From an optimization exercise on the open Yosys and OpenROAD flow, aimed at a short achievable clock period and few clock cycles per item; shortcuts taken in it are not production practice. RTL that was checked went through simulation tests only; none was proved equivalent to the original. Function not checked in run 1: the RTL went through the layout flow alone. Power figures rest on the tool's default switching activity, not on a simulated workload.

### flow/config.mk
export PLATFORM = sky130hd
export DESIGN_NAME = cache
export DESIGN_NICKNAME = cache
export VERILOG_FILES = /design/flow/design.v
export SDC_FILE = /design/flow/constraint.sdc
export NUM_CORES = 4
export LEC_CHECK = 0
export CAP_MARGIN = 20
export CORE_MARGIN = 2
export CORE_UTILIZATION = 40
export SETUP_SLACK_MARGIN = 0.2
export SLEW_MARGIN = 20
### flow/run.sh
#!/bin/bash
# synth_recipe.tcl (not shown) runs the flow's synth.tcl, then flattens the netlist and writes it again
# the make line also repeats each setting of config.mk as NAME=value (left out here)
make -C /OpenROAD-flow-scripts/flow DESIGN_CONFIG=/design/flow/config.mk WORK_HOME=/design/flow/orfs CLKGATE_MAP_FILE= SYNTH_SCRIPT=/design/flow/synth_recipe.tcl finish
### flow/constraint.sdc
create_clock -name core_clock -period 5.0 [get_ports {clk}]
set_input_delay 1.0000 -clock core_clock [delete_from_list [all_inputs] [get_ports {clk}]]
set_output_delay 1.0000 -clock core_clock [all_outputs]
set_load 0.01 [all_outputs]
### flow/design.v
package cache_pkg;
    localparam int word_width     = 32;
    localparam int words_per_line = 4;
    localparam int num_lines      = 8;
    localparam int word_sel_width = 2;
    localparam int index_width    = 3;
    localparam int tag_width      = 25;
    typedef logic [word_width-1:0]                word_t;
    typedef logic [tag_width-1:0]                 tag_t;
    typedef logic [index_width-1:0]               index_t;
    typedef logic [word_sel_width-1:0]            word_sel_t;
    typedef logic [words_per_line*word_width-1:0] line_t;
    typedef struct packed {
        tag_t      tag;
        index_t    index;
        word_sel_t word_sel;
    } cache_addr_t;
    typedef struct packed {
        logic        read;
        logic        write;
        cache_addr_t addr;
        word_t       wdata;
    } proc_req_t;
    typedef enum logic [1:0] {
        st_compare,
        st_write_back,
        st_allocate
    } ctrl_state_t;
    typedef enum logic [1:0] {
        upd_none,
        upd_word,
        upd_fill
    } update_op_t;
    typedef struct packed {
        update_op_t op;
        index_t     index;
        word_sel_t  word_sel;
        tag_t       tag;
        word_t      word;
        line_t      line;
    } line_update_t;
endpackage
package mem_bus_pkg;
    localparam int mem_addr_width = 28;
    localparam int mem_data_width = 128;
    typedef logic [mem_addr_width-1:0] mem_addr_t;
    typedef struct packed {
        logic                      read;
        logic                      write;
        mem_addr_t                 addr;
        logic [mem_data_width-1:0] wdata;
    } mem_req_t;
    typedef struct packed {
        logic                      ready;
        logic [mem_data_width-1:0] rdata;
    } mem_resp_t;
endpackage
`timescale 1ns/1ps
module cache_line_store (
    input  logic                  clk,
    input  logic                  proc_reset,
    input  cache_pkg::index_t     lookup_index,
    input  cache_pkg::tag_t       lookup_tag,
    input  logic                  word_we,
    input  logic                  fill_we,
    input  logic                  fill_dirty,
    input  cache_pkg::index_t     wr_index,
    input  cache_pkg::word_sel_t  wr_word_sel,
    input  cache_pkg::tag_t       wr_tag,
    input  cache_pkg::word_t      wr_word,
    input  cache_pkg::line_t      wr_line,
    output cache_pkg::line_t      rd_line,
    output cache_pkg::tag_t       rd_tag,
    output logic                  rd_hit,
    output logic                  rd_dirty_valid
);
    cache_pkg::line_t                data_mem [cache_pkg::num_lines];
    cache_pkg::tag_t                 tag_mem  [cache_pkg::num_lines];
    logic [cache_pkg::num_lines-1:0] valid_bits;
    logic [cache_pkg::num_lines-1:0] dirty_bits;
    logic [cache_pkg::num_lines-1:0] line_hit;
    always_comb begin
        for (int i = 0; i < cache_pkg::num_lines; i++)
            line_hit[i] = valid_bits[i] && (tag_mem[i] == lookup_tag);
    end
    assign rd_line        = data_mem[lookup_index];
    assign rd_tag         = tag_mem[lookup_index];
    assign rd_hit         = line_hit[lookup_index];
    assign rd_dirty_valid = valid_bits[lookup_index] && dirty_bits[lookup_index];
    always_ff @(posedge clk) begin
        if (fill_we) begin
            data_mem[wr_index] <= wr_line;
            tag_mem[wr_index]  <= wr_tag;
        end else if (word_we) begin
            data_mem[wr_index][wr_word_sel * cache_pkg::word_width +: cache_pkg::word_width]
                <= wr_word;
        end
    end
    always_ff @(posedge clk or posedge proc_reset) begin
        if (proc_reset) begin
            valid_bits <= '0;
            dirty_bits <= '0;
        end else if (fill_we) begin
            valid_bits[wr_index] <= 1'b1;
            dirty_bits[wr_index] <= fill_dirty;
        end else if (word_we) begin
            dirty_bits[wr_index] <= 1'b1;
        end
    end
endmodule
`timescale 1ns/1ps
module cache_controller (
    input  logic                   clk,
    input  logic                   proc_reset,
    input  cache_pkg::proc_req_t   proc_req,
    input  cache_pkg::line_t       rd_line,
    input  cache_pkg::tag_t        rd_tag,
    input  logic                   rd_hit,
    input  logic                   rd_dirty_valid,
    input  mem_bus_pkg::mem_resp_t mem_resp,
    output logic                   proc_stall,
    output cache_pkg::word_t       proc_rdata,
    output logic                   word_we,
    output logic                   fill_we,
    output logic                   fill_dirty,
    output cache_pkg::line_t       fill_line,
    output mem_bus_pkg::mem_req_t  mem_req
);
    cache_pkg::ctrl_state_t state;
    cache_pkg::ctrl_state_t state_next;
    logic access;
    logic miss;
    logic in_compare;
    logic in_allocate;
    assign access      = proc_req.read || proc_req.write;
    assign miss        = access && !rd_hit;
    assign in_compare  = (state == cache_pkg::st_compare);
    assign in_allocate = (state == cache_pkg::st_allocate);
    assign mem_req.write = in_compare ? (miss && rd_dirty_valid)
                                      : (state == cache_pkg::st_write_back);
    assign mem_req.read  = in_compare ? (miss && !rd_dirty_valid) : in_allocate;
    assign mem_req.addr  = (!in_allocate && rd_dirty_valid) ? {rd_tag, proc_req.addr.index}
                                                            : {proc_req.addr.tag, proc_req.addr.index};
    assign mem_req.wdata = rd_line;
    assign proc_stall = in_compare ? miss : !(in_allocate && mem_resp.ready);
    always_comb begin
        fill_line = mem_resp.rdata;
        fill_line[proc_req.addr.word_sel * cache_pkg::word_width +: cache_pkg::word_width] = proc_req.wdata;
        if (!proc_req.write) fill_line = mem_resp.rdata;
    end
    assign proc_rdata = in_allocate
        ? mem_resp.rdata[proc_req.addr.word_sel * cache_pkg::word_width +: cache_pkg::word_width]
        : rd_line[proc_req.addr.word_sel * cache_pkg::word_width +: cache_pkg::word_width];
    assign word_we    = in_compare && proc_req.write && rd_hit;
    assign fill_we    = in_allocate && mem_resp.ready;
    assign fill_dirty = proc_req.write;
    always_comb begin
        state_next = state;
        case (state)
            cache_pkg::st_compare:
                if (miss) state_next = rd_dirty_valid ? cache_pkg::st_write_back
                                                      : cache_pkg::st_allocate;
            cache_pkg::st_write_back:
                if (mem_resp.ready) state_next = cache_pkg::st_allocate;
            cache_pkg::st_allocate:
                if (mem_resp.ready) state_next = cache_pkg::st_compare;
            default:
                state_next = cache_pkg::st_compare;
        endcase
    end
    always_ff @(posedge clk or posedge proc_reset) begin
        if (proc_reset) state <= cache_pkg::st_compare;
        else            state <= state_next;
    end
endmodule
`timescale 1ns/1ps
module cache (
    input  logic                         clk,
    input  logic                         proc_reset,
    input  logic                         proc_read,
    input  logic                         proc_write,
    input  logic [29:0]                  proc_addr,
    input  cache_pkg::word_t                        proc_wdata,
    output logic                         proc_stall,
    output cache_pkg::word_t                        proc_rdata,
    output logic                         mem_read,
    output logic                         mem_write,
    output mem_bus_pkg::mem_addr_t                    mem_addr,
    output cache_pkg::line_t                        mem_wdata,
    input  logic                         mem_ready,
    input  cache_pkg::line_t                        mem_rdata
);
    cache_pkg::proc_req_t    proc_req;
    mem_bus_pkg::mem_req_t   mem_req;
    mem_bus_pkg::mem_resp_t  mem_resp;
    cache_pkg::line_t        rd_line;
    cache_pkg::tag_t         rd_tag;
    cache_pkg::line_t        fill_line;
    logic                    rd_hit;
    logic                    rd_dirty_valid;
    logic                    word_we;
    logic                    fill_we;
    logic                    fill_dirty;
    assign proc_req = {proc_read, proc_write, proc_addr, proc_wdata};
    assign mem_resp = {mem_ready, mem_rdata};
    assign mem_read  = mem_req.read;
    assign mem_write = mem_req.write;
    assign mem_addr  = mem_req.addr;
    assign mem_wdata = mem_req.wdata;
    cache_controller i_controller (
        .clk            (clk),
        .proc_reset     (proc_reset),
        .proc_req       (proc_req),
        .rd_line        (rd_line),
        .rd_tag         (rd_tag),
        .rd_hit         (rd_hit),
        .rd_dirty_valid (rd_dirty_valid),
        .mem_resp       (mem_resp),
        .proc_stall     (proc_stall),
        .proc_rdata     (proc_rdata),
        .word_we        (word_we),
        .fill_we        (fill_we),
        .fill_dirty     (fill_dirty),
        .fill_line      (fill_line),
        .mem_req        (mem_req)
    );
    cache_line_store i_line_store (
        .clk            (clk),
        .proc_reset     (proc_reset),
        .lookup_index   (proc_req.addr.index),
        .lookup_tag     (proc_req.addr.tag),
        .word_we        (word_we),
        .fill_we        (fill_we),
        .fill_dirty     (fill_dirty),
        .wr_index       (proc_req.addr.index),
        .wr_word_sel    (proc_req.addr.word_sel),
        .wr_tag         (proc_req.addr.tag),
        .wr_word        (proc_req.wdata),
        .wr_line        (fill_line),
        .rd_line        (rd_line),
        .rd_tag         (rd_tag),
        .rd_hit         (rd_hit),
        .rd_dirty_valid (rd_dirty_valid)
    );
endmodule
==> results of run 1 <==
[state kept, by name, summed over array words and instances, names as in the netlist]
name and count:
i_line_store.tag_mem 200, i_line_store.data_mem 1024, i_line_store.valid_bits 8, i_line_store.dirty_bits 8
i_controller.state 2
[through the flow]
step                power [uW]  cell area, sq um  utilization [%]
floorplan                14200             52700                -
global placement         16800             62600             47.7
detailed placement       16900             62600             47.7
CTS                      26500             67100             51.2
global route             27200             67700             51.6
finish                   26600             67700             51.6
[timing repair]
item / CTS / global route
resized for setup: 43 / 82
setup buffers: 11 / 25
pin swaps: 10 / 36
endpoints found under the setup margin: 42 / 37
gates cloned: 1 / 0
hold endpoints to repair: 0 / 0
[power groups by stage]
stage | Sequential [uW] | Combinational [uW] | Clock, uW
finish | 12100 | 4670 | 9730
global route | 12200 | 4840 | 10200
CTS | 12100 | 4550 | 9800
detailed placement | 12400 | 4510 | 0
global placement | 12300 | 4490 | 0
floorplan | 12300 | 1910 | 0
[path summary, 6_finish.rpt]
| check | start | end | slack, ps | cells past startpoint |
|---|---|---|---|---|
| min in group asynchronous | proc_reset | i_line_store.valid_bits[4] | 930 | 2 |
| max in group asynchronous | proc_reset | i_line_store.dirty_bits[7] | 3560 | 2 |
| setup / recovery | proc_addr[2] | proc_rdata[13] | 190 | 9 |
| hold reg to reg | i_line_store.dirty_bits[4] | i_line_store.dirty_bits[4] | 480 | 2 |
| setup reg to reg | i_line_store.tag_mem[1][0] | i_line_store.data_mem[0][61] | 1170 | 12 |
| hold / removal | i_line_store.dirty_bits[4] | i_line_store.dirty_bits[4] | 480 | 2 |
[metal layers]
metal,vias to the layer above,track usage (%),wire (um)
met4,14,10.3,7650
met3,439,7.51,26200
met1,19600,42.1,80100
met5,-,0,103
li1,15400,-,-
met2,2815,44.9,91500
[area by class of cell]
cell class / count / share of cell area [%]
Tap cell: 1755 / 3.25
Clock inverter: 77 / 1.13
Antenna cell: 1 / 0.00370
Inverter: 40 / 0.222
Multi-Input combinational cell: 1886 / 22.2
Sequential cell: 1242 / 55.0
Timing Repair Buffer: 870 / 13.1
Clock buffer: 166 / 5.16
[cell usage after synthesis (69+ instances only)]
master	instances
nor2_1	256
nand4_1	89
nand3_1	106
mux4_2	75
a21oi_1	87
edfxtp_1	1224
xnor2_1	97
buf_2	69
xor2_1	105
a22oi_1	249
mux2i_1	86
a221oi_1	119
clkbuf_1	133
nand2_1	118
a22o_1	108
[worst max-delay path, stage by stage]
cell             delay (ps)
clkbuf_8                150
buf_12                  180
buf_16                  230
mux4_2                  530
a221o_2                 470
mux4_2                  480
nor2_1                  140
nor2_1                   90
clkdlybuf4s50_1         480
[logic make-up after synthesis]
logic type               share of synthesized area (%)
adder cells (fa/ha/maj)                          0.237
flip-flops                                        70.6
XOR/XNOR                                          3.36
multiplexers                                      5.97
buffers and inverters                             2.51
AO/OA/AOI/OAI                                     11.7
AND/OR/NAND/NOR                                   5.65
==> results.txt, run 1 <==
Vias per inst: 6.34
Power share of the sequential group: 45.7%
Ys flop type: edfxtp_1
Worst Skew: 24.4 ps
Commonest non-fill, non-tap cell in the layout: edfxtp_1
Int Pwr: 19,400 uW
Commonest non-fill, non-tap cells in the layout: edfxtp_1 (1,224), buf_4 (372), clkdlybuf4s50_1 (359)
Final setup fails: 0
Maxcap violations: 0
Area growth syn-to-layout: 28.4%
Root Driver: clkbuf_16
Synth Area per Inst: 15.4 sq um
Worst hold slack: 481 ps
Drt pass-1 iters: 6
Maximum achievable frequency: 208 MHz
Post-synth ARST share: 1.45%
Combinational Power Share: 17.6%
Cell area after synthesis: 52,700 sq um
CTS clk-pin slew, worst paths: 60 ps
Synth warn: 2
First-pass GRT wire length: 283 mm
Yosys cell types: 56
WP data arrival: 3810 ps
Post-synthesis sequential area ratio: 70.6%
Final cell count without fillers: 6,037
Core Region: 131,000 sq um
Gate Count Post-Synth: 3,432
Clock sink count: 1,242
Floorplan row count: 133
Clk pwr share: 36.7%
Final Net Count: 4,380
Multi-input logic area: 15,000 sq um
Post-synth net total: 3,637
Chip width: 367 um
Routed WL: 206 mm
Synth Register Bits: 1,242
Power density cells: 392 nW/um^2
Initial antenna violation count: 14
Starting DRT DRC Count: 5,024
Yosys top cell area share: 69.7%
Slew Limit Fails: 0
Remaining Overflow, GRT: 0
Hpwl dp: 136 mm
Crit path capture type: output pin
Max VDD drop: 0.000327 V
GRT Util Overall: 29.8%
Post-synth EDFFs: 1,224
Starting Density: 40.2%
Cell count after placement: 5,756
Switching share of power: 26.9%
Port bufs: 385
Vias in the first global route: 36,000
Final ANT Viol Nets: 0
Place WS: -334 ps
Fin Setup TNS: 0 ps
Die span in y: 367 um
Total CTS buffers: 135
Worst-margin pin slew: 889 ps
WL per Instance: 34.1 um
Remaining DRCs: 0
Cts hold-fix bufs: 0
Final Wtd Congestion: 0.926
Sw power: 7140 uW
CTS tree: done
Worst path required time: 4000 ps
Final worst-path cycle share: 96.1%
Io pins: 386
CP Class: input port to output pin
Register Area: 37,200 sq um
Fill cells: 10,900
Hold Path Class: flop to flop
Vias: 38,300
CP max FO: 30
Area leader, netlist: edfxtp_1
Rel. slew slack: 40.8%
Pin count of the biggest net entering global routing: 60
Setup ws final: 194 ps
Min cycle time layout: 4810 ps
Depth of the CTS H-tree: 4
Clock Tree Buf Depth: 3
Die Area: 135,000 sq um
RSZ-0062 raised after global routing: yes
Synth area leaders: edfxtp_1 (70%), a22oi_1 (3.5%), mux4_2 (3.2%)
Leak pwr: 0.0226 uW
Startpoint types: input port
Final hold vios: 0
Skew-Pair Late Insertion Delay: 780 ps
Status: no timing/DRC/antenna violations
Layout cells sized above 1: 22.2%
==> run 2: changes to the inputs <==
--- a/flow/design.v
+++ b/flow/design.v
@@ -126,51 +126,89 @@
     output cache_pkg::line_t       fill_line,
     output mem_bus_pkg::mem_req_t  mem_req
 );
-    cache_pkg::ctrl_state_t state;
-    cache_pkg::ctrl_state_t state_next;
-    logic access;
-    logic miss;
-    logic in_compare;
-    logic in_allocate;
+    typedef enum logic [1:0] {
+        st_compare,
+        st_write_back,
+        st_allocate,
+        st_done
+    } state_t;
+    state_t           state;
+    logic             stall_q;
+    logic             word_we_q;
+    cache_pkg::word_t rdata_q;
+    mem_bus_pkg::mem_req_t mem_req_q;
+    logic             access;
+    logic             miss;
+    logic             ready_alloc;
     assign access      = proc_req.read || proc_req.write;
     assign miss        = access && !rd_hit;
-    assign in_compare  = (state == cache_pkg::st_compare);
-    assign in_allocate = (state == cache_pkg::st_allocate);
-    assign mem_req.write = in_compare ? (miss && rd_dirty_valid)
-                                      : (state == cache_pkg::st_write_back);
-    assign mem_req.read  = in_compare ? (miss && !rd_dirty_valid) : in_allocate;
-    assign mem_req.addr  = (!in_allocate && rd_dirty_valid) ? {rd_tag, proc_req.addr.index}
-                                                            : {proc_req.addr.tag, proc_req.addr.index};
-    assign mem_req.wdata = rd_line;
-    assign proc_stall = in_compare ? miss : !(in_allocate && mem_resp.ready);
+    assign ready_alloc = (state == st_allocate) && mem_resp.ready;
+    assign proc_stall = stall_q;
+    assign proc_rdata = rdata_q;
+    assign mem_req    = mem_req_q;
+    assign word_we    = word_we_q;
+    assign fill_we    = ready_alloc;
+    assign fill_dirty = proc_req.write;
     always_comb begin
         fill_line = mem_resp.rdata;
         fill_line[proc_req.addr.word_sel * cache_pkg::word_width +: cache_pkg::word_width] = proc_req.wdata;
         if (!proc_req.write) fill_line = mem_resp.rdata;
     end
-    assign proc_rdata = in_allocate
-        ? mem_resp.rdata[proc_req.addr.word_sel * cache_pkg::word_width +: cache_pkg::word_width]
-        : rd_line[proc_req.addr.word_sel * cache_pkg::word_width +: cache_pkg::word_width];
-    assign word_we    = in_compare && proc_req.write && rd_hit;
-    assign fill_we    = in_allocate && mem_resp.ready;
-    assign fill_dirty = proc_req.write;
-    always_comb begin
-        state_next = state;
-        case (state)
-            cache_pkg::st_compare:
-                if (miss) state_next = rd_dirty_valid ? cache_pkg::st_write_back
-                                                      : cache_pkg::st_allocate;
-            cache_pkg::st_write_back:
-                if (mem_resp.ready) state_next = cache_pkg::st_allocate;
-            cache_pkg::st_allocate:
-                if (mem_resp.ready) state_next = cache_pkg::st_compare;
-            default:
-                state_next = cache_pkg::st_compare;
-        endcase
-    end
     always_ff @(posedge clk or posedge proc_reset) begin
-        if (proc_reset) state <= cache_pkg::st_compare;
-        else            state <= state_next;
+        if (proc_reset) begin
+            state           <= st_compare;
+            stall_q         <= 1'b1;
+            word_we_q       <= 1'b0;
+            mem_req_q.read  <= 1'b0;
+            mem_req_q.write <= 1'b0;
+        end else begin
+            word_we_q <= 1'b0;
+            case (state)
+                st_compare: begin
+                    if (access && !miss) begin
+                        state     <= st_done;
+                        stall_q   <= 1'b0;
+                        word_we_q <= proc_req.write;
+                    end else if (miss && rd_dirty_valid) begin
+                        state           <= st_write_back;
+                        mem_req_q.write <= 1'b1;
+                    end else if (miss) begin
+                        state          <= st_allocate;
+                        mem_req_q.read <= 1'b1;
+                    end
+                end
+                st_write_back: begin
+                    if (mem_resp.ready) begin
+                        state           <= st_allocate;
+                        mem_req_q.write <= 1'b0;
+                        mem_req_q.read  <= 1'b1;
+                    end
+                end
+                st_allocate: begin
+                    if (mem_resp.ready) begin
+                        state          <= st_done;
+                        stall_q        <= 1'b0;
+                        mem_req_q.read <= 1'b0;
+                    end
+                end
+                default: begin
+                    state   <= st_compare;
+                    stall_q <= 1'b1;
+                end
+            endcase
+        end
+    end
+    always_ff @(posedge clk) begin
+        if (state == st_compare) begin
+            rdata_q         <= rd_line[proc_req.addr.word_sel * cache_pkg::word_width +: cache_pkg::word_width];
+            mem_req_q.wdata <= rd_line;
+            mem_req_q.addr  <= rd_dirty_valid ? {rd_tag, proc_req.addr.index}
+                                              : {proc_req.addr.tag, proc_req.addr.index};
+        end else if (state == st_write_back && mem_resp.ready) begin
+            mem_req_q.addr  <= {proc_req.addr.tag, proc_req.addr.index};
+        end else if (ready_alloc) begin
+            rdata_q <= mem_resp.rdata[proc_req.addr.word_sel * cache_pkg::word_width +: cache_pkg::word_width];
+        end
     end
 endmodule
 `timescale 1ns/1ps
--- a/flow/config.mk
+++ b/flow/config.mk
@@ -5,8 +5,11 @@
 export SDC_FILE = /design/flow/constraint.sdc
 export NUM_CORES = 4
 export LEC_CHECK = 0
+export ABC_CLOCK_PERIOD_IN_PS = 1500
 export CAP_MARGIN = 20
 export CORE_MARGIN = 2
 export CORE_UTILIZATION = 40
-export SETUP_SLACK_MARGIN = 0.2
+export GPL_TIMING_DRIVEN = 1
+export SETUP_SLACK_MARGIN = 2.5
 export SLEW_MARGIN = 20
+export TNS_END_PERCENT = 100
==> results.txt, run 2 <==
Post-synth net total: 3,672
Maximum achievable frequency: 371 MHz
Final hold vios: 0
Met3 WL: 37.3 mm
Post-synth EDFFs: 1,412
Wl on met1: 86.9 mm
Hold Path Sink: i_line_store.valid_bits[0]
Critical path depth in cells: 1
CP Class: flop to output pin
Port bufs: 385
Final Wtd Congestion: 0.928
Post-synth ARST share: 1.53%
R2r startpoint: i_line_store.tag_mem[7][14]
Synth Area per Inst: 16.7 sq um
Worst-margin pin slew: 921 ps
Hpwl dp: 142 mm
Post-synthesis sequential area ratio: 74.4%
Starting DRT DRC Count: 6,468
WP data arrival: 1700 ps
CP max FO: 1
Synth cell count leaders: edfxtp_1 (1,412), a22oi_1 (363), nand2_1 (221)
Hold path startpoint: i_line_store.valid_bits[0]
Pin count of the biggest net entering global routing: 82
Root Driver: clkbuf_16
Slowest-stage cell, CP: edfxtp_1
Remaining DRCs: 0
Metal2 WL: 102 mm
Vias: 40,300
Vias in the first global route: 37,200
Multi-input logic area: 16,100 sq um
Critical path's top delay family: flip-flops
Final Net Count: 4,428
GRT Util Overall: 30.8%
Rel. slew slack: 38.6%
Clock sink count: 1,434
Top Registers: i_line_store.data_mem: 1024 flops, i_line_store.tag_mem: 200 flops, i_controller.mem_req_q: 158 flops
Initial antenna violation count: 21
Die Area: 147,000 sq um
Commonest non-fill, non-tap cells in the layout: edfxtp_1 (1,412), a22oi_1 (315), buf_4 (286)
Yosys top cell area share: 73.5%
Clock Tree Buf Depth: 3
Total CTS buffers: 154
Highest Signal Layer: met5
FF-to-FF End: i_controller.state[0]
Ys flop type: edfxtp_1
Depth of the CTS H-tree: 4
Largest stage delay, worst path: 650 ps
RSZ-0062 raised after global routing: yes
Power density cells: 428 nW/um^2
Maxcap violations: 0
Synth Register Bits: 1,434
Fill cells: 11,600
WP buf/inv: 1
Synth area leaders: edfxtp_1 (73%), a22oi_1 (4.7%), mux4_2 (3.1%)
Final worst-path cycle share: 53.9%
Drt pass-1 iters: 9
Starting Density: 40.3%
Worst hold stages: 2
Final ANT Viol Nets: 0
Floorplan row count: 139
Worst Skew: 44.2 ps
Worst path required time: 4000 ps
Max FFs per register: 1,024
Layout cells sized above 1: 30.3%
Gate Count Post-Synth: 3,461
Final setup fails: 0
Routed WL: 239 mm
Reg2reg setup slack: 2460 ps
Register Area: 43,000 sq um
Fin Setup TNS: 0 ps
CTS tree: done
Skew-Pair Late Insertion Delay: 820 ps
Leak pwr: 0.0254 uW
Reg2reg path depth: 9
Core Region: 143,000 sq um
Synth warn: 2
Crit path capture type: output pin
Vias per inst: 6.44
First-pass GRT wire length: 311 mm
Die span in y: 384 um
Min cycle time layout: 2700 ps
Max VDD drop: 0.000351 V
Commonest non-fill, non-tap cell in the layout: edfxtp_1
Remaining Overflow, GRT: 0
Worst hold slack: 488 ps
WL per Instance: 38.3 um
Io pins: 386
Cell area after synthesis: 57,700 sq um
CTS clk-pin slew, worst paths: 60 ps
Area leader, netlist: edfxtp_1
Startpoint types: flop
Yosys cell types: 57
Chip width: 384 um
Top-count cell post-synth: edfxtp_1
Hold Path Class: flop to flop
Worst path cell trace: buf_2
Status: no timing/DRC/antenna violations
Reg with most FFs: i_line_store.data_mem
Slew Limit Fails: 0
Area growth syn-to-layout: 30.7%
Cts hold-fix bufs: 0
==> run 2: logic make-up (layout without fill, tap and decap cells) <==
kind of cell	Yosys count	in the layout	share of synthesized area (%)
buf+inv	252	1130	2.13
simple gates	534	537	4.31
other cells	0	6	0
flops	1434	1434	74.4
mux	173	173	4.83
xor+xnor	200	200	3.04
fa+ha+maj	16	16	0.347
compound gates	852	854	10.9
==> run 2: stage by stage <==
stage	area [sq um]	utilization [%]	std cells	power [uW]	worst slack (ps)
floorplan	59200	-	3461	17500	2120
global placement	65600	45.8	5693	20600	275
detailed placement	65600	45.8	5693	20600	356
CTS	73200	51.1	6132	31900	2130
global route	75400	52.6	6248	33000	2340
finish	75400	52.6	6253	32300	2300
==> run 2: worst register-to-register path, cell delays in order, from the launching register on <==
cell	delay [ps]
edfxtp_1	420
xor2_1	210
nor4_4	420
nand4_1	260
nor4_2	360
nor3_2	110
nor4_4	150
buf_6	170
nor2_2	60
o41ai_2	280
==> run 2: where the power goes <==
part | switching, uW | internal [uW] | total [uW]
Clock | 4980 | 6380 | 11400
Combinational | 3660 | 2070 | 5740
Sequential | 578 | 14600 | 15200
==> run 2: area by class of cell <==
type,count,share of cell area (%)
clock buffers,188,5.29
well taps,1903,3.16
inverters,15,0.105
multi-input cells,1780,21.4
repair buffers,832,11.7
clock inverters,95,1.29
flip-flops and latches,1434,57.0
diodes,6,0.0199
==> run 2: worst max-delay path by stage <==
stage                             start                       end  slack [ps]
2_1_floorplan              proc_addr[3]  i_controller.rdata_q[22]        2120
3_3_place_gp              proc_addr[26]     i_controller.state[1]         280
3_5_place_dp              proc_addr[26]     i_controller.state[1]         360
4_1_cts                   proc_addr[24]     i_controller.state[0]        2130
5_1_grt        i_controller.rdata_q[28]            proc_rdata[28]        2340
6_report       i_controller.rdata_q[28]            proc_rdata[28]        2300
==> run 2: metal layers <==
metal | vias up | global-route usage [%]
li1 | 15700 | -
met5 | - | 0
met4 | 20 | 13.3
met2 | 3491 | 44.5
met1 | 20400 | 42.0
met3 | 679 | 11.0
==> run 2: timing repair <==
| item | 4_1_cts | 5_1_grt |
|---|---|---|
| pin swaps | 72 | 110 |
| cloned | 25 | 22 |
| endpoints found under the setup margin | 2322 | 1008 |
| setup buffers | 131 | 93 |
| gates resized for setup | 824 | 290 |
Testbench counts of run 2, summed over its fixed seeds: cycles 69,204, accesses 16,000.
==> run 3: changes to the inputs <==
--- a/flow/design.v
+++ b/flow/design.v
@@ -133,7 +133,7 @@
         st_done
     } state_t;
     state_t           state;
-    logic             stall_q;
+    logic             done_q;
     logic             word_we_q;
     cache_pkg::word_t rdata_q;
     mem_bus_pkg::mem_req_t mem_req_q;
@@ -143,7 +143,7 @@
     assign access      = proc_req.read || proc_req.write;
     assign miss        = access && !rd_hit;
     assign ready_alloc = (state == st_allocate) && mem_resp.ready;
-    assign proc_stall = stall_q;
+    assign proc_stall = !done_q;
     assign proc_rdata = rdata_q;
     assign mem_req    = mem_req_q;
     assign word_we    = word_we_q;
@@ -157,7 +157,7 @@
     always_ff @(posedge clk or posedge proc_reset) begin
         if (proc_reset) begin
             state           <= st_compare;
-            stall_q         <= 1'b1;
+            done_q          <= 1'b0;
             word_we_q       <= 1'b0;
             mem_req_q.read  <= 1'b0;
             mem_req_q.write <= 1'b0;
@@ -167,7 +167,7 @@
                 st_compare: begin
                     if (access && !miss) begin
                         state     <= st_done;
-                        stall_q   <= 1'b0;
+                        done_q    <= 1'b1;
                         word_we_q <= proc_req.write;
                     end else if (miss && rd_dirty_valid) begin
                         state           <= st_write_back;
@@ -187,28 +187,27 @@
                 st_allocate: begin
                     if (mem_resp.ready) begin
                         state          <= st_done;
-                        stall_q        <= 1'b0;
+                        done_q         <= 1'b1;
                         mem_req_q.read <= 1'b0;
                     end
                 end
                 default: begin
                     state   <= st_compare;
-                    stall_q <= 1'b1;
+                    done_q  <= 1'b0;
                 end
             endcase
         end
     end
+    logic use_victim;
+    assign use_victim = (state == st_compare) ? rd_dirty_valid
+                                              : ((state == st_write_back) && !mem_resp.ready);
     always_ff @(posedge clk) begin
-        if (state == st_compare) begin
-            rdata_q         <= rd_line[proc_req.addr.word_sel * cache_pkg::word_width +: cache_pkg::word_width];
-            mem_req_q.wdata <= rd_line;
-            mem_req_q.addr  <= rd_dirty_valid ? {rd_tag, proc_req.addr.index}
-                                              : {proc_req.addr.tag, proc_req.addr.index};
-        end else if (state == st_write_back && mem_resp.ready) begin
-            mem_req_q.addr  <= {proc_req.addr.tag, proc_req.addr.index};
-        end else if (ready_alloc) begin
-            rdata_q <= mem_resp.rdata[proc_req.addr.word_sel * cache_pkg::word_width +: cache_pkg::word_width];
-        end
+        rdata_q <= (state == st_allocate)
+            ? mem_resp.rdata[proc_req.addr.word_sel * cache_pkg::word_width +: cache_pkg::word_width]
+            : rd_line[proc_req.addr.word_sel * cache_pkg::word_width +: cache_pkg::word_width];
+        mem_req_q.wdata <= rd_line;
+        mem_req_q.addr  <= use_victim ? {rd_tag, proc_req.addr.index}
+                                      : {proc_req.addr.tag, proc_req.addr.index};
     end
 endmodule
 `timescale 1ns/1ps
==> flow/config.mk (replaced) <==
export PLATFORM = sky130hd
export DESIGN_NAME = cache
export DESIGN_NICKNAME = cache
export VERILOG_FILES = /design/flow/design.v
export SDC_FILE = /design/flow/constraint.sdc
export NUM_CORES = 4
export LEC_CHECK = 0
export CAP_MARGIN = 20
export CORE_MARGIN = 2
export CORE_UTILIZATION = 50
export CTS_CLUSTER_DIAMETER = 60
export CTS_CLUSTER_SIZE = 30
export GPL_TIMING_DRIVEN = 1
export SETUP_SLACK_MARGIN = 2.8
export SLEW_MARGIN = 20
export TNS_END_PERCENT = 100
==> results.txt, run 3 <==
Floorplan row count: 122
CP Class: input port to flop
CP max FO: 8
Worst Skew: 34.4 ps
Multi-input logic area: 17,600 sq um
RSZ-0062 raised after global routing: yes
Power density cells: 394 nW/um^2
Clock Tree Buf Depth: 3
WL per Instance: 40.9 um
Gate Count Post-Synth: 3,425
CTS tree: done
Initial antenna violation count: 15
Synth Area per Inst: 16.3 sq um
Yosys cell types: 63
Die Area: 114,000 sq um
Leak pwr: 0.0265 uW
Starting Density: 50.4%
Skew-Pair Late Insertion Delay: 760 ps
CTS clk-pin slew, worst paths: 100 ps
Top Registers: i_line_store.data_mem: 1024 flops, i_line_store.tag_mem: 200 flops, i_controller.mem_req_q: 158 flops
Post-synth ARST share: 1.53%
Register Area: 41,300 sq um
Area growth syn-to-layout: 37.1%
Critical path's top delay family: multiplexers
Root Driver: clkbuf_16
Starting DRT DRC Count: 6,440
Routed WL: 240 mm
Maximum achievable frequency: 392 MHz
Status: no timing/DRC/antenna violations
Remaining DRCs: 0
Post-synth EDFFs: 1,224
Hold Path Class: flop to flop
Chip width: 338 um
GRT Util Overall: 40.5%
Largest stage delay, worst path: 520 ps
Synth warn: 2
Pin count of the biggest net entering global routing: 74
Port bufs: 385
Die span in y: 338 um
Cell area after synthesis: 55,900 sq um
Ys flop type: edfxtp_1
Post-synthesis sequential area ratio: 73.5%
Final ANT Viol Nets: 0
Final cell count without fillers: 5,864
Yosys top cell area share: 65.8%
Cell count after placement: 5,206
Io pins: 386
Synth Register Bits: 1,434
Vias: 40,500
Top-count cell post-synth: edfxtp_1
Final hold vios: 0
Fin Setup TNS: 0 ps
Startpoint types: input port
Commonest non-fill, non-tap cell in the layout: edfxtp_1
First-pass GRT wire length: 320 mm
Final Net Count: 4,478
Final worst-path cycle share: 51.1%
Rel. slew slack: 36.3%
Depth of the CTS H-tree: 3
Final Wtd Congestion: 0.933
WP buf/inv: 4
Layout cells sized above 1: 42.2%
Synth area leaders: edfxtp_1 (66%), dfxtp_1 (6.7%), a22oi_1 (3.8%)
Commonest non-fill, non-tap cells in the layout: edfxtp_1 (1,224), buf_4 (318), a22oi_1 (227)
Final setup fails: 0
Synth cell count leaders: edfxtp_1 (1,224), a22oi_1 (281), dfxtp_1 (188)
Min cycle time layout: 2550 ps
Worst path cell trace: buf_16, buf_12, and2_4, buf_12, buf_16, a222oi_1, nand2_1, mux4_2, mux2_4
Worst hold slack: 474 ps
Cts hold-fix bufs: 0
Vias in the first global route: 38,800
Maxcap violations: 0
Hpwl dp: 131 mm
Reg with most FFs: i_line_store.data_mem
Slew Limit Fails: 0
Drt pass-1 iters: 6
WP data arrival: 3210 ps
Vias per inst: 6.91
Total CTS buffers: 114
Core Region: 111,000 sq um
Crit path capture type: flop
Worst path required time: 5650 ps
Clock sink count: 1,434
Max FFs per register: 1,024
Worst-margin pin slew: 954 ps
Area leader, netlist: edfxtp_1
Remaining Overflow, GRT: 0
Max VDD drop: 0.000363 V
Post-synth net total: 3,635
Slowest-stage cell, CP: mux4_2
Fill cells: 7,330
[run 3: layer usage]
metal | GRT usage [%] | up-vias | routed length, um
met1 | 52.9 | 20600 | 83000
met4 | 23.8 | 16 | 17500
met3 | 11.2 | 792 | 32500
met2 | 61.0 | 3495 | 107000
met5 | 0 | - | 111
li1 | - | 15700 | -
[run 3: final timing paths]
check / startpoint / end / cells past startpoint / slack, ps
max: proc_addr[4] / i_controller.rdata_q[12] / 9 / 2450
min: i_line_store.valid_bits[4] / i_line_store.valid_bits[4] / 1 / 470
max reg2reg: i_line_store.tag_mem[6][3] / i_controller.mem_req_q[156] / 8 / 2630
min reg2reg: i_line_store.valid_bits[4] / i_line_store.valid_bits[4] / 1 / 470
max in group asynchronous: proc_reset / i_controller.state[0] / 2 / 3570
min in group asynchronous: proc_reset / i_controller.state[1] / 2 / 780
[run 3: area by class of cell]
class / count / share of cell area (%)
well taps: 1488 / 2.43
multi-input cells: 1738 / 23.0
clock buffers: 117 / 3.78
flip-flops and latches: 1434 / 53.9
inverters: 14 / 0.175
repair inverters: 4 / 0.0555
diodes: 6 / 0.0196
clock inverters: 101 / 1.73
repair buffers: 962 / 14.9
[run 3: report_power, final]
| part | total (uW) | leakage (uW) | internal [uW] | switching [uW] |
|---|---|---|---|---|
| combinational | 5780 | 0.0115 | 2540 | 3250 |
| sequential | 14300 | 0.0129 | 13900 | 431 |
| clock | 10100 | 0.00205 | 4920 | 5200 |
[run 3: logic make-up after synthesis]
group / count (synthesis) / share of synthesized area (%)
compound gates: 817 / 11.0
xor+xnor: 200 / 3.13
fa+ha+maj: 15 / 0.336
buf+inv: 260 / 1.95
flops: 1434 / 73.5
mux: 219 / 5.97
simple gates: 480 / 4.11
[run 3: timing repair]
| item | in CTS | in global routing |
|---|---|---|
| setup buffers | 296 | 65 |
| pin swaps | 161 | 103 |
| gates cloned | 58 | 15 |
| setup endpoints to repair | 2638 | 1254 |
| gates resized for setup | 1678 | 217 |
[run 3: stage by stage]
step | util, % | cell area, sq um | setup WS (ps) | total power [uW]
after floorplan | - | 58500 | 1750 | 16500
after global placement | 57.7 | 63900 | 848 | 18600
after detailed placement | 57.7 | 63900 | 777 | 18700
after CTS | 67.3 | 74600 | 2490 | 29600
after global routing | 69.1 | 76600 | 2460 | 30800
final | 69.2 | 76600 | 2450 | 30200
Testbench counts of run 3, summed over its fixed seeds: cycles 69,204, accesses 16,000.
==> run 4: changes to the inputs <==
--- a/flow/design.v
+++ b/flow/design.v
@@ -61,6 +61,7 @@
     input  logic                  proc_reset,
     input  cache_pkg::index_t     lookup_index,
     input  cache_pkg::tag_t       lookup_tag,
+    input  cache_pkg::word_sel_t  lookup_word_sel,
     input  logic                  word_we,
     input  logic                  fill_we,
     input  logic                  fill_dirty,
@@ -71,6 +72,7 @@
     input  cache_pkg::line_t      wr_line,
     output cache_pkg::line_t      rd_line,
     output cache_pkg::tag_t       rd_tag,
+    output cache_pkg::word_t      rd_word,
     output logic                  rd_hit,
     output logic                  rd_dirty_valid
 );
@@ -82,6 +84,13 @@
     always_comb begin
         for (int i = 0; i < cache_pkg::num_lines; i++)
             line_hit[i] = valid_bits[i] && (tag_mem[i] == lookup_tag);
+    end
+    always_comb begin
+        rd_word = '0;
+        for (int l = 0; l < cache_pkg::num_lines; l++)
+            for (int w = 0; w < cache_pkg::words_per_line; w++)
+                if (lookup_index == l[2:0] && lookup_word_sel == w[1:0])
+                    rd_word = rd_word | data_mem[l][w*cache_pkg::word_width +: cache_pkg::word_width];
     end
     assign rd_line        = data_mem[lookup_index];
     assign rd_tag         = tag_mem[lookup_index];
@@ -115,6 +124,7 @@
     input  cache_pkg::proc_req_t   proc_req,
     input  cache_pkg::line_t       rd_line,
     input  cache_pkg::tag_t        rd_tag,
+    input  cache_pkg::word_t       rd_word,
     input  logic                   rd_hit,
     input  logic                   rd_dirty_valid,
     input  mem_bus_pkg::mem_resp_t mem_resp,
@@ -204,7 +214,7 @@
     always_ff @(posedge clk) begin
         rdata_q <= (state == st_allocate)
             ? mem_resp.rdata[proc_req.addr.word_sel * cache_pkg::word_width +: cache_pkg::word_width]
-            : rd_line[proc_req.addr.word_sel * cache_pkg::word_width +: cache_pkg::word_width];
+            : rd_word;
         mem_req_q.wdata <= rd_line;
         mem_req_q.addr  <= use_victim ? {rd_tag, proc_req.addr.index}
                                       : {proc_req.addr.tag, proc_req.addr.index};
@@ -232,6 +242,7 @@
     mem_bus_pkg::mem_resp_t  mem_resp;
     cache_pkg::line_t        rd_line;
     cache_pkg::tag_t         rd_tag;
+    cache_pkg::word_t        rd_word;
     cache_pkg::line_t        fill_line;
     logic                    rd_hit;
     logic                    rd_dirty_valid;
@@ -250,6 +261,7 @@
         .proc_req       (proc_req),
         .rd_line        (rd_line),
         .rd_tag         (rd_tag),
+        .rd_word        (rd_word),
         .rd_hit         (rd_hit),
         .rd_dirty_valid (rd_dirty_valid),
         .mem_resp       (mem_resp),
@@ -266,6 +278,7 @@
         .proc_reset     (proc_reset),
         .lookup_index   (proc_req.addr.index),
         .lookup_tag     (proc_req.addr.tag),
+        .lookup_word_sel(proc_req.addr.word_sel),
         .word_we        (word_we),
         .fill_we        (fill_we),
         .fill_dirty     (fill_dirty),
@@ -276,6 +289,7 @@
         .wr_line        (fill_line),
         .rd_line        (rd_line),
         .rd_tag         (rd_tag),
+        .rd_word        (rd_word),
         .rd_hit         (rd_hit),
         .rd_dirty_valid (rd_dirty_valid)
     );
==> results.txt, run 4 <==
Global Route met3 Usage: 21.9%
Final setup fails: 0
Chip width: 349 um
Maxcap violations: 0
Met2 Resource Use GR: 65.1%
Status: no timing/DRC/antenna violations
Synth area leaders: edfxtp_1 (62%), a22oi_1 (11%), dfxtp_1 (6.3%)
Gate Count Post-Synth: 4,080
Commonest non-fill, non-tap cell in the layout: edfxtp_1
Post-synth ARST share: 1.53%
Startpoint types: input port
RSZ-0062 raised after global routing: yes
Min cycle time layout: 2900 ps
Global Route met1 Usage: 60.6%
Remaining Overflow, GRT: 0
Total CTS buffers: 111
Global route hottest layer: met2
Hold Path Class: flop to flop
Reg with most FFs: i_line_store.data_mem
Top-count cell post-synth: edfxtp_1
Pwr Total: 30,100 uW
Synth Register Bits: 1,434
Drt pass-1 iters: 13
Worst path cell trace: buf_16, buf_16, buf_6, nor3_4, buf_4, buf_16, a22oi_2, nand4_1
Crit path capture type: flop
Die Area: 122,000 sq um
Max FFs per register: 1,024
Slowest-stage cell, CP: nand4_1
Vias: 52,500
CP Class: input port to flop
Slew Limit Fails: 0
Synth cell count leaders: edfxtp_1 (1,224), a22oi_1 (846), clkbuf_1 (269)
Final ANT Viol Nets: 0
Critical path's top delay family: simple AND/OR/NAND/NOR gates
Port bufs: 385
Synth warn: 2
Worst Skew: 59.9 ps
Worst hold stages: 1
Depth of the CTS H-tree: 3
Skew-Pair Late Insertion Delay: 790 ps
Ys flop type: edfxtp_1
Starting DRT DRC Count: 11,700
Final worst-path cycle share: 58.1%
Remaining DRCs: 0
Cts hold-fix bufs: 0
Area growth syn-to-layout: 33.7%
WL per Instance: 48.1 um
Worst path required time: 5260 ps
Hpwl dp: 158 mm
Reg2reg setup slack: 2530 ps
Rel. slew slack: 24.1%
Largest stage delay, worst path: 890 ps
Post-synth net total: 4,294
Reg2reg path depth: 9
Max VDD drop: 0.000308 V
WP data arrival: 3160 ps
Cell area after synthesis: 59,600 sq um
First-pass GRT wire length: 397 mm
Worst-margin pin slew: 1130 ps
Routed WL: 313 mm
Vias per inst: 8.06
Hold Path Sink: i_line_store.valid_bits[6]
Floorplan row count: 126
Pin count of the biggest net entering global routing: 73
Commonest non-fill, non-tap cells in the layout: edfxtp_1 (1,224), a22oi_1 (804), buf_4 (354)
Clock Tree Buf Depth: 3
Worst path most repeated cell: buf_16
Layout cells sized above 1: 35.0%
CTS tree: done
WP buf/inv: 5
Initial antenna violation count: 19
R2r startpoint: i_line_store.tag_mem[1][15]
Vias in the first global route: 47,600
Post-synth EDFFs: 1,224
FF-to-FF End: i_controller.mem_req_q[157]
Die span in y: 349 um
Io pins: 386
Power density cells: 378 nW/um^2
Yosys cell types: 62
Area leader, netlist: edfxtp_1
Root Driver: clkbuf_16
Fin Setup TNS: 0 ps
Final Wtd Congestion: 0.970
Hold path startpoint: i_line_store.valid_bits[6]
Yosys top cell area share: 61.7%
Post-synthesis sequential area ratio: 68.9%
Core Region: 118,000 sq um
CP max FO: 36
Starting Density: 50.5%
Top Registers: i_line_store.data_mem: 1024 flops, i_line_store.tag_mem: 200 flops, i_controller.mem_req_q: 158 flops
GRT Util Overall: 47.7%
CTS clk-pin slew, worst paths: 80 ps
Clock sink count: 1,434
Maximum achievable frequency: 344 MHz
Final Net Count: 5,075
Synth Area per Inst: 14.6 sq um
Final hold vios: 0
Leak pwr: 0.0268 uW
==> run 4: cell families after synthesis <==
group,after synthesis,share of synthesized area (%)
buf+inv,392,2.66
flops,1434,68.9
xor+xnor,200,2.94
compound gates,1335,17.2
simple gates,617,5.64
mux,83,2.27
fa+ha+maj,19,0.399
==> run 4: how the worst max path moves through the flow <==
stage / start / end / slack (ps) / cells after the start
CTS: i_line_store.tag_mem[0][22] / i_controller.state[0] / 2520 / 9
detailed placement: proc_addr[14] / i_controller.state[1] / 570 / 9
floorplan: proc_addr[0] / i_controller.rdata_q[20] / 1930 / 14
finish: proc_addr[3] / i_controller.mem_req_q[28] / 2100 / 8
global placement: proc_addr[3] / i_controller.rdata_q[24] / 600 / 10
global route: proc_addr[3] / i_controller.mem_req_q[28] / 2280 / 10
==> run 4: area by class of cell <==
cell class / instances / area [sq um]
Antenna cell: 13 / 32.5
Clock buffer: 119 / 2820
Clock inverter: 93 / 1190
Fill cell: 8024 / 38400
Inverter: 44 / 230
Multi-Input combinational cell: 2266 / 20800
Sequential cell: 1434 / 41200
Tap cell: 1536 / 1920
Timing Repair Buffer: 1004 / 11400
==> run 4: per-layer routing <==
layer | vias up | part of all wire [%]
met4 | 40 | 9.8
met1 | 25500 | 32
li1 | 18600 | -
met5 | - | 0.26
met2 | 6424 | 39
met3 | 1872 | 19
==> run 4: worst register-to-register path, stage by stage (launching register included) <==
cell and delay, ps:
edfxtp_1 480, xor2_1 190, nor4_2 370, nand3_1 140, nor4_2 290, nor2_1 110, nor4_4 300, buf_6 190
nor4_2 70, a221oi_2 230
==> run 4: stage by stage <==
| step | worst slack [ps] | utilization, % | instance area [sq um] | std cells | hold WS, ps |
|---|---|---|---|---|---|
| 2_1_floorplan | 1930 | - | 62000 | 4080 | 420 |
| 3_3_place_gp | 601 | 57.0 | 67400 | 5825 | 450 |
| 3_5_place_dp | 572 | 57.0 | 67400 | 5825 | 438 |
| 4_1_cts | 2520 | 64.8 | 76500 | 6356 | 469 |
| 5_1_grt | 2280 | 67.4 | 79600 | 6499 | 509 |
| 6_report | 2100 | 67.5 | 79700 | 6509 | 478 |
==> run 4: what timing repair did <==
item,in CTS,in global routing
setup buffers,281,115
gates resized for setup,1504,320
cloned,38,25
setup endpoints to repair,2629,1144
hold endpoints to repair,0,0
pin swaps,159,154
==> run 4: power breakdown <==
part | switching, uW | internal, uW | leakage, uW
Combinational | 3530 | 2320 | 0.0120
Clock | 5250 | 4650 | 0.00194
Sequential | 468 | 13900 | 0.0129
Testbench counts of run 4, summed over its fixed seeds: cycles 69,204, accesses 16,000.
==> run 5: changes to the inputs <==
--- a/flow/design.v
+++ b/flow/design.v
@@ -144,6 +144,7 @@
     } state_t;
     state_t           state;
     logic             done_q;
+    logic             wr_alloc_q;
     logic             word_we_q;
     cache_pkg::word_t rdata_q;
     mem_bus_pkg::mem_req_t mem_req_q;
@@ -153,7 +154,7 @@
     assign access      = proc_req.read || proc_req.write;
     assign miss        = access && !rd_hit;
     assign ready_alloc = (state == st_allocate) && mem_resp.ready;
-    assign proc_stall = !done_q;
+    assign proc_stall = !(done_q || (wr_alloc_q && mem_resp.ready));
     assign proc_rdata = rdata_q;
     assign mem_req    = mem_req_q;
     assign word_we    = word_we_q;
@@ -168,6 +169,7 @@
         if (proc_reset) begin
             state           <= st_compare;
             done_q          <= 1'b0;
+            wr_alloc_q      <= 1'b0;
             word_we_q       <= 1'b0;
             mem_req_q.read  <= 1'b0;
             mem_req_q.write <= 1'b0;
@@ -185,6 +187,7 @@
                     end else if (miss) begin
                         state          <= st_allocate;
                         mem_req_q.read <= 1'b1;
+                        wr_alloc_q     <= proc_req.write;
                     end
                 end
                 st_write_back: begin
@@ -192,12 +195,14 @@
                         state           <= st_allocate;
                         mem_req_q.write <= 1'b0;
                         mem_req_q.read  <= 1'b1;
+                        wr_alloc_q      <= proc_req.write;
                     end
                 end
                 st_allocate: begin
                     if (mem_resp.ready) begin
-                        state          <= st_done;
-                        done_q         <= 1'b1;
+                        state          <= wr_alloc_q ? st_compare : st_done;
+                        done_q         <= !wr_alloc_q;
+                        wr_alloc_q     <= 1'b0;
                         mem_req_q.read <= 1'b0;
                     end
                 end
==> results.txt, run 5 <==
Drt pass-1 iters: 12
Final worst-path cycle share: 50.7%
Slowest-stage cell, CP: dfrtp_2
Maximum achievable frequency: 394 MHz
Worst path cell trace: a21oi_4, buf_6
Synth Register Bits: 1,435
Highest Signal Layer: met5
Final setup fails: 0
Status: no timing/DRC/antenna violations
RSZ-0062 raised after global routing: yes
Layout cells sized above 1: 36.6%
Yosys cell types: 63
Max FFs per register: 1,024
Utilization after layout: 67.4%
Total CTS buffers: 110
Slew Limit Fails: 0
Yosys top cell area share: 61.3%
Top-count cell post-synth: edfxtp_1
Min cycle time layout: 2540 ps
Io pins: 386
Met3 WL: 56.5 mm
CTS tree: done
First-pass GRT wire length: 391 mm
Initial antenna violation count: 13
Worst-margin pin slew: 1110 ps
Chip width: 350 um
Die Area: 123,000 sq um
Floorplan row count: 127
Final instance area: 80,500 sq um
Remaining Overflow, GRT: 0
Core Region: 119,000 sq um
Leak pwr: 0.0275 uW
Crit path capture type: output pin
Clock sink count: 1,435
Worst path required time: 4000 ps
Cell area after synthesis: 60,000 sq um
CP Class: flop to output pin
WL per Instance: 46.0 um
Worst Skew: 25.9 ps
Power density cells: 374 nW/um^2
Cts hold-fix bufs: 0
Area growth syn-to-layout: 34.2%
Max VDD drop: 0.000347 V
Post-synth net total: 4,226
Die span in y: 350 um
Hold Path Class: flop to flop
Root Driver: clkbuf_16
Top Registers: i_line_store.data_mem: 1024 flops, i_line_store.tag_mem: 200 flops, i_controller.mem_req_q: 158 flops
Vias per inst: 7.79
Rel. slew slack: 25.7%
Synth area leaders: edfxtp_1 (61%), dfxtp_1 (6.3%), a22oi_1 (6.2%)
Synth warn: 2
Ys flop type: edfxtp_1
Fill cells: 8,174
Final Wtd Congestion: 0.955
Post-synth EDFFs: 1,224
Reg with most FFs: i_line_store.data_mem
Commonest non-fill, non-tap cell in the layout: edfxtp_1
Port bufs: 385
Vias in the first global route: 46,800
Maxcap violations: 0
Worst hold slack: 498 ps
WP data arrival: 1540 ps
Metal2 WL: 122 mm
Pin count of the biggest net entering global routing: 78
Clock Tree Buf Depth: 3
Area leader, netlist: edfxtp_1
GRT Util Overall: 47.0%
Pwr Total: 30,100 uW
CTS clk-pin slew, worst paths: 70 ps
CP max FO: 5
Vias: 50,900
Remaining DRCs: 0
Commonest non-fill, non-tap cells in the layout: edfxtp_1 (1,224), a22oi_1 (473), buf_4 (327)
Final Net Count: 5,018
Synth Area per Inst: 14.9 sq um
Skew-Pair Late Insertion Delay: 750 ps
Placed Area: 68,700 sq um
Fin Setup TNS: 0 ps
Routed WL: 300 mm
Depth of the CTS H-tree: 3
Post-synth ARST share: 1.60%
Final ANT Viol Nets: 0
Startpoint types: flop
Post-synthesis sequential area ratio: 68.5%
Starting Density: 50.2%
Gate Count Post-Synth: 4,016
Largest stage delay, worst path: 460 ps
Final hold vios: 0
Starting DRT DRC Count: 10,800
Hpwl dp: 165 mm
Synth cell count leaders: edfxtp_1 (1,224), a22oi_1 (492), a22o_1 (303)
Wl on met1: 96.4 mm
## run 5: cell count changes after synthesis, sizes merged, moves of 40 or more
cell,before,now
nor2,90,157
buf,79,119
nand4,250,164
a221oi,109,251
a22o,123,303
nand2,111,58
a22oi,846,492
mux2i,6,72
## run 5: layout make-up
class | count | area [sq um] | area share, %
antenna | 20 | 50.0 | 0.0622
clock buffer | 125 | 2980 | 3.70
clock inverter | 81 | 1010 | 1.26
inverter | 11 | 121 | 0.151
multi-input combinational | 2225 | 21500 | 26.7
sequential | 1435 | 41200 | 51.2
tap | 1612 | 2020 | 2.51
timing repair buffer | 1025 | 11600 | 14.4
## run 5: cells by family after synthesis
family                     synth area share (%)
AOI/OAI and AO/OA                          17.5
xor gates and xnor gates                   2.96
adders and majority gates                 0.313
buffers and inverters                      2.64
DFF                                        68.5
muxes                                      3.49
and+or+nand+nor                            4.61
## run 5: path summary, 6_finish.rpt
kind | slack, ps | endpoint | cells past startpoint | start
max in group asynchronous | 3500 | i_controller.word_we_q | 2 | proc_reset
min in group asynchronous | 800 | i_controller.mem_req_q[156] | 2 | proc_reset
setup / recovery | 2460 | proc_stall | 2 | i_controller.wr_alloc_q
setup reg to reg | 2470 | i_controller.wr_alloc_q | 9 | i_line_store.tag_mem[7][16]
hold / removal | 500 | i_line_store.dirty_bits[0] | 1 | i_line_store.dirty_bits[0]
hold reg to reg | 500 | i_line_store.dirty_bits[0] | 1 | i_line_store.dirty_bits[0]
## run 5: worst max-delay path, delay by kind of cell (launching register included)
kind                   cells  cell delay (ps)
AO/OA/AOI/OAI              1              220
flip-flops                 1              460
buffers and inverters      1              130
## run 5: power breakdown
group,internal [uW],leakage [uW],switching (uW)
clock network,4790,0.00193,4980
registers,13900,0.0129,460
logic,2340,0.0127,3580
## run 5: what timing repair did
action / in CTS / in global routing
resized for setup: 1515 / 325
setup buffers: 284 / 95
cloned: 33 / 10
setup endpoints to repair: 2638 / 1548
pin swaps: 182 / 162
## run 5: through the flow
stage               setup WS (ps)  std cells
global route                 2390       6515
detailed placement            326       5886
floorplan                    1920       4016
CTS                          2430       6409
global placement              414       5885
finish                       2460       6534
## run 5: routing by layer
| metal | GRT usage, % | vias to the layer above |
|---|---|---|
| li1 | - | 18500 |
| met1 | 59.1 | 24600 |
| met2 | 65.8 | 6110 |
| met3 | 21.1 | 1704 |
| met4 | 29.4 | 22 |
| met5 | 1.26 | - |
Testbench counts of run 5, summed over its fixed seeds: cycles 66,695, accesses 16,000.
==> run 6: changes to the inputs <==
--- a/flow/config.mk
+++ b/flow/config.mk
@@ -7,10 +7,11 @@
 export LEC_CHECK = 0
 export CAP_MARGIN = 20
 export CORE_MARGIN = 2
-export CORE_UTILIZATION = 50
+export CORE_UTILIZATION = 45
 export CTS_CLUSTER_DIAMETER = 60
 export CTS_CLUSTER_SIZE = 30
 export GPL_TIMING_DRIVEN = 1
+export PLACE_DENSITY = 0.65
 export SETUP_SLACK_MARGIN = 2.8
 export SLEW_MARGIN = 20
 export TNS_END_PERCENT = 100
==> results.txt, run 6 <==
Status: no timing/DRC/antenna violations
Reg2reg path depth: 9
Post-synth net total: 4,226
Clock sink count: 1,435
Synth area leaders: edfxtp_1 (61%), dfxtp_1 (6.3%), a22oi_1 (6.2%)
Post-synth ARST share: 1.60%
Reg with most FFs: i_line_store.data_mem
Final worst-path cycle share: 51.5%
Worst Skew: 50.8 ps
Top-count cell post-synth: edfxtp_1
Floorplan row count: 133
Place WS: 694 ps
Starting Density: 45.5%
Io pins: 386
Final Wtd Congestion: 0.967
WL per Instance: 47.8 um
Setup ws final: 2430 ps
Vias per inst: 7.97
Remaining Overflow, GRT: 0
Commonest non-fill, non-tap cell in the layout: edfxtp_1
Yosys top cell area share: 61.3%
Port bufs: 385
RSZ-0062 raised after global routing: yes
Rel. slew slack: 19.6%
Min cycle time layout: 2570 ps
Post-synth EDFFs: 1,224
Routed WL: 318 mm
Maxcap violations: 0
Area leader, netlist: edfxtp_1
Power density cells: 378 nW/um^2
Maximum achievable frequency: 388 MHz
Layout cells sized above 1: 36.3%
Int Pwr: 21,200 uW
Ys flop type: edfxtp_1
Post-synthesis sequential area ratio: 68.5%
Sw power: 9290 uW
Pin count of the biggest net entering global routing: 72
Hold path startpoint: proc_addr[12]
Power share of the sequential group: 47.5%
Vias in the first global route: 48,200
Depth of the CTS H-tree: 3
Vias: 53,100
Synth warn: 2
Gate Count Post-Synth: 4,016
Hpwl dp: 163 mm
Worst hold stages: 1
Core Region: 132,000 sq um
Final ANT Viol Nets: 0
Worst hold slack: 467 ps
Worst path required time: 5620 ps
Crit path capture type: flop
Clock Tree Buf Depth: 3
CP Class: input port to flop
Hold Path Sink: i_line_store.tag_mem[5][7]
Area growth syn-to-layout: 34.2%
Die Area: 136,000 sq um
Combinational Power Share: 19.5%
Synth cell count leaders: edfxtp_1 (1,224), a22oi_1 (492), a22o_1 (303)
Remaining DRCs: 0
Utilization after layout: 61.0%
CTS tree: done
Commonest non-fill, non-tap cells in the layout: edfxtp_1 (1,224), a22oi_1 (474), buf_4 (304)
Max VDD drop: 0.000340 V
Synth Register Bits: 1,435
First-pass GRT wire length: 403 mm
Startpoint types: input port
Drt pass-1 iters: 22
Yosys cell types: 63
Slew Limit Fails: 0
Fin Setup TNS: 0 ps
Final hold vios: 0
R2r startpoint: i_line_store.tag_mem[5][20]
GRT Util Overall: 43.2%
Final setup fails: 0
Starting DRT DRC Count: 12,700
Leak pwr: 0.0274 uW
Synth Area per Inst: 14.9 sq um
Initial antenna violation count: 36
Skew-Pair Late Insertion Delay: 800 ps
Worst-margin pin slew: 1210 ps
Top Registers: i_line_store.data_mem: 1024 flops, i_line_store.tag_mem: 200 flops, i_controller.mem_req_q: 158 flops
Pwr Total: 30,400 uW
CTS clk-pin slew, worst paths: 80 ps
Reg2reg setup slack: 2460 ps
Root Driver: clkbuf_16
Fill cells: 9,431
Switching share of power: 30.5%
CP max FO: 7
FF-to-FF End: i_controller.wr_alloc_q
Final Net Count: 4,994
Total CTS buffers: 115
Cell area after synthesis: 60,000 sq um
Chip width: 369 um
Die span in y: 369 um
Max FFs per register: 1,024
WP data arrival: 3200 ps
Hold Path Class: input port to flop
Clk pwr share: 33.0%
==> run 6: cell count changes in the layout (fill, tap and decap cells not counted), sizes merged, moves of 2 or more <==
| cell | previous run | this run |
|---|---|---|
| buf | 841 | 783 |
| clkbuf | 138 | 168 |
| clkinvlp | 4 | 10 |
| and3 | 19 | 23 |
| inv | 51 | 54 |
| nor2 | 159 | 162 |
| clkinv | 33 | 31 |
==> run 6: through the flow <==
stage	instance area (sq um)	instances
6_report	80500	6662
3_5_place_dp	68700	5993
3_3_place_gp	68700	5993
2_1_floorplan	63000	4016
4_1_cts	77500	6516
5_1_grt	80500	6647
==> run 6: metal layers <==
metal,GRT usage (%),up-vias,wire length (um)
met5,4.77,-,1170
li1,-,18500,-
met4,32.1,59,35200
met2,58.2,7084,122000
met1,50.8,25200,94900
met3,24.1,2356,65300
==> run 6: how the worst max path moves through the flow <==
stage                                 start  cells past startpoint                            to
floorplan                      proc_addr[3]                     13      i_controller.rdata_q[22]
global placement                  mem_ready                      8  i_line_store.data_mem[0][94]
detailed placement                mem_ready                      8  i_line_store.data_mem[7][94]
CTS                 i_controller.wr_alloc_q                      2                    proc_stall
global route                   proc_addr[2]                     11      i_controller.rdata_q[16]
finish                         proc_addr[2]                     11      i_controller.rdata_q[16]
==> run 6: layout make-up <==
class                   instances  area, sq um  area share (%)
flip-flops and latches       1435        41300            51.3
multi-input cells            2233        21100            26.2
repair buffers                987        11600            14.4
clock buffers                 134         3140            3.90
well taps                    1755         2200            2.73
clock inverters                86         1010            1.25
inverters                      11          105           0.131
diodes                         20         50.0          0.0622
repair inverters                1         8.76          0.0109
==> run 6: cells by family (layout without fill, tap and decap cells) <==
kind of cell	Yosys count	after routing	share of synthesized area, %
AO/OA/AOI/OAI	1311	1314	17.5
XOR/XNOR	200	200	2.96
adder cells (fa/ha/maj)	15	15	0.313
buffers and inverters	365	1219	2.64
flip-flops	1435	1435	68.5
multiplexers	154	154	3.49
other	0	20	0
AND/OR/NAND/NOR	536	550	4.61
==> run 6: critical path: stages <==
cell and delay (ps):
clkbuf_16 160, clkinv_8 80, ha_4 180, ha_4 180, and2_4 190, buf_12 150, buf_12 120, a22o_1 220
a221oi_2 240, nand4_1 190, o32a_1 460
==> run 6: power by group through the flow <==
stage | registers, uW | logic [uW] | clock network [uW]
final | 14500 | 5930 | 10000
after global routing | 14500 | 5870 | 10400
after CTS | 14400 | 4980 | 9950
after detailed placement | 14600 | 4640 | 0
after global placement | 14600 | 4640 | 0
after floorplan | 14600 | 2170 | 0
==> run 6: repair_timing <==
item,CTS,global route
gates resized for setup,1471,336
hold buffers,0,0
setup buffers,263,96
gates cloned,40,30
setup endpoints to repair,2636,1598
pin swaps,157,151

what the ideal ports hide:
In the flow no input, the clock included, has a driving cell. The finished layouts below were timed again as built, in two steps.
Step 1, drivers: a clkbuf_16 drives clk and a buf_2 each remaining input, both assumed.
Step 2 times the ports against the registers' clock, not the clock port: input delays grow and output delays shrink by t, the midpoint of the rising clock arrivals with the driver on.
Slacks: no drivers / after step 1 / after step 2; pairs: no drivers / after step 1.
run	shift t [ns]	slack for setup (ns)	worst hold slack (ns)	clock arrival spread, ns
run 1	0.845	0.194 / 0.152 / 0.111	0.481 / 0.481 / 0.481	0.028 / 0.028
run 2	0.881	2.303 / 2.216 / 1.368	0.488 / 0.460 / 0.488	0.047 / 0.047
run 3	0.821	2.447 / 2.226 / 1.405	0.474 / 0.474 / 0.474	0.042 / 0.043
run 4	0.837	2.096 / 2.060 / 1.223	0.478 / 0.462 / 0.478	0.062 / 0.063
run 5	0.816	2.465 / 2.382 / 1.653	0.498 / 0.487 / 0.498	0.037 / 0.037
run 6	0.862	2.425 / 2.283 / 1.421	0.467 / 0.434 / 0.503	0.060 / 0.060
After both steps every run listed still meets setup and hold. For run 3, which loses most, drivers alone change the setup slack by -0.221 ns; drivers and shift together by -1.042 ns.
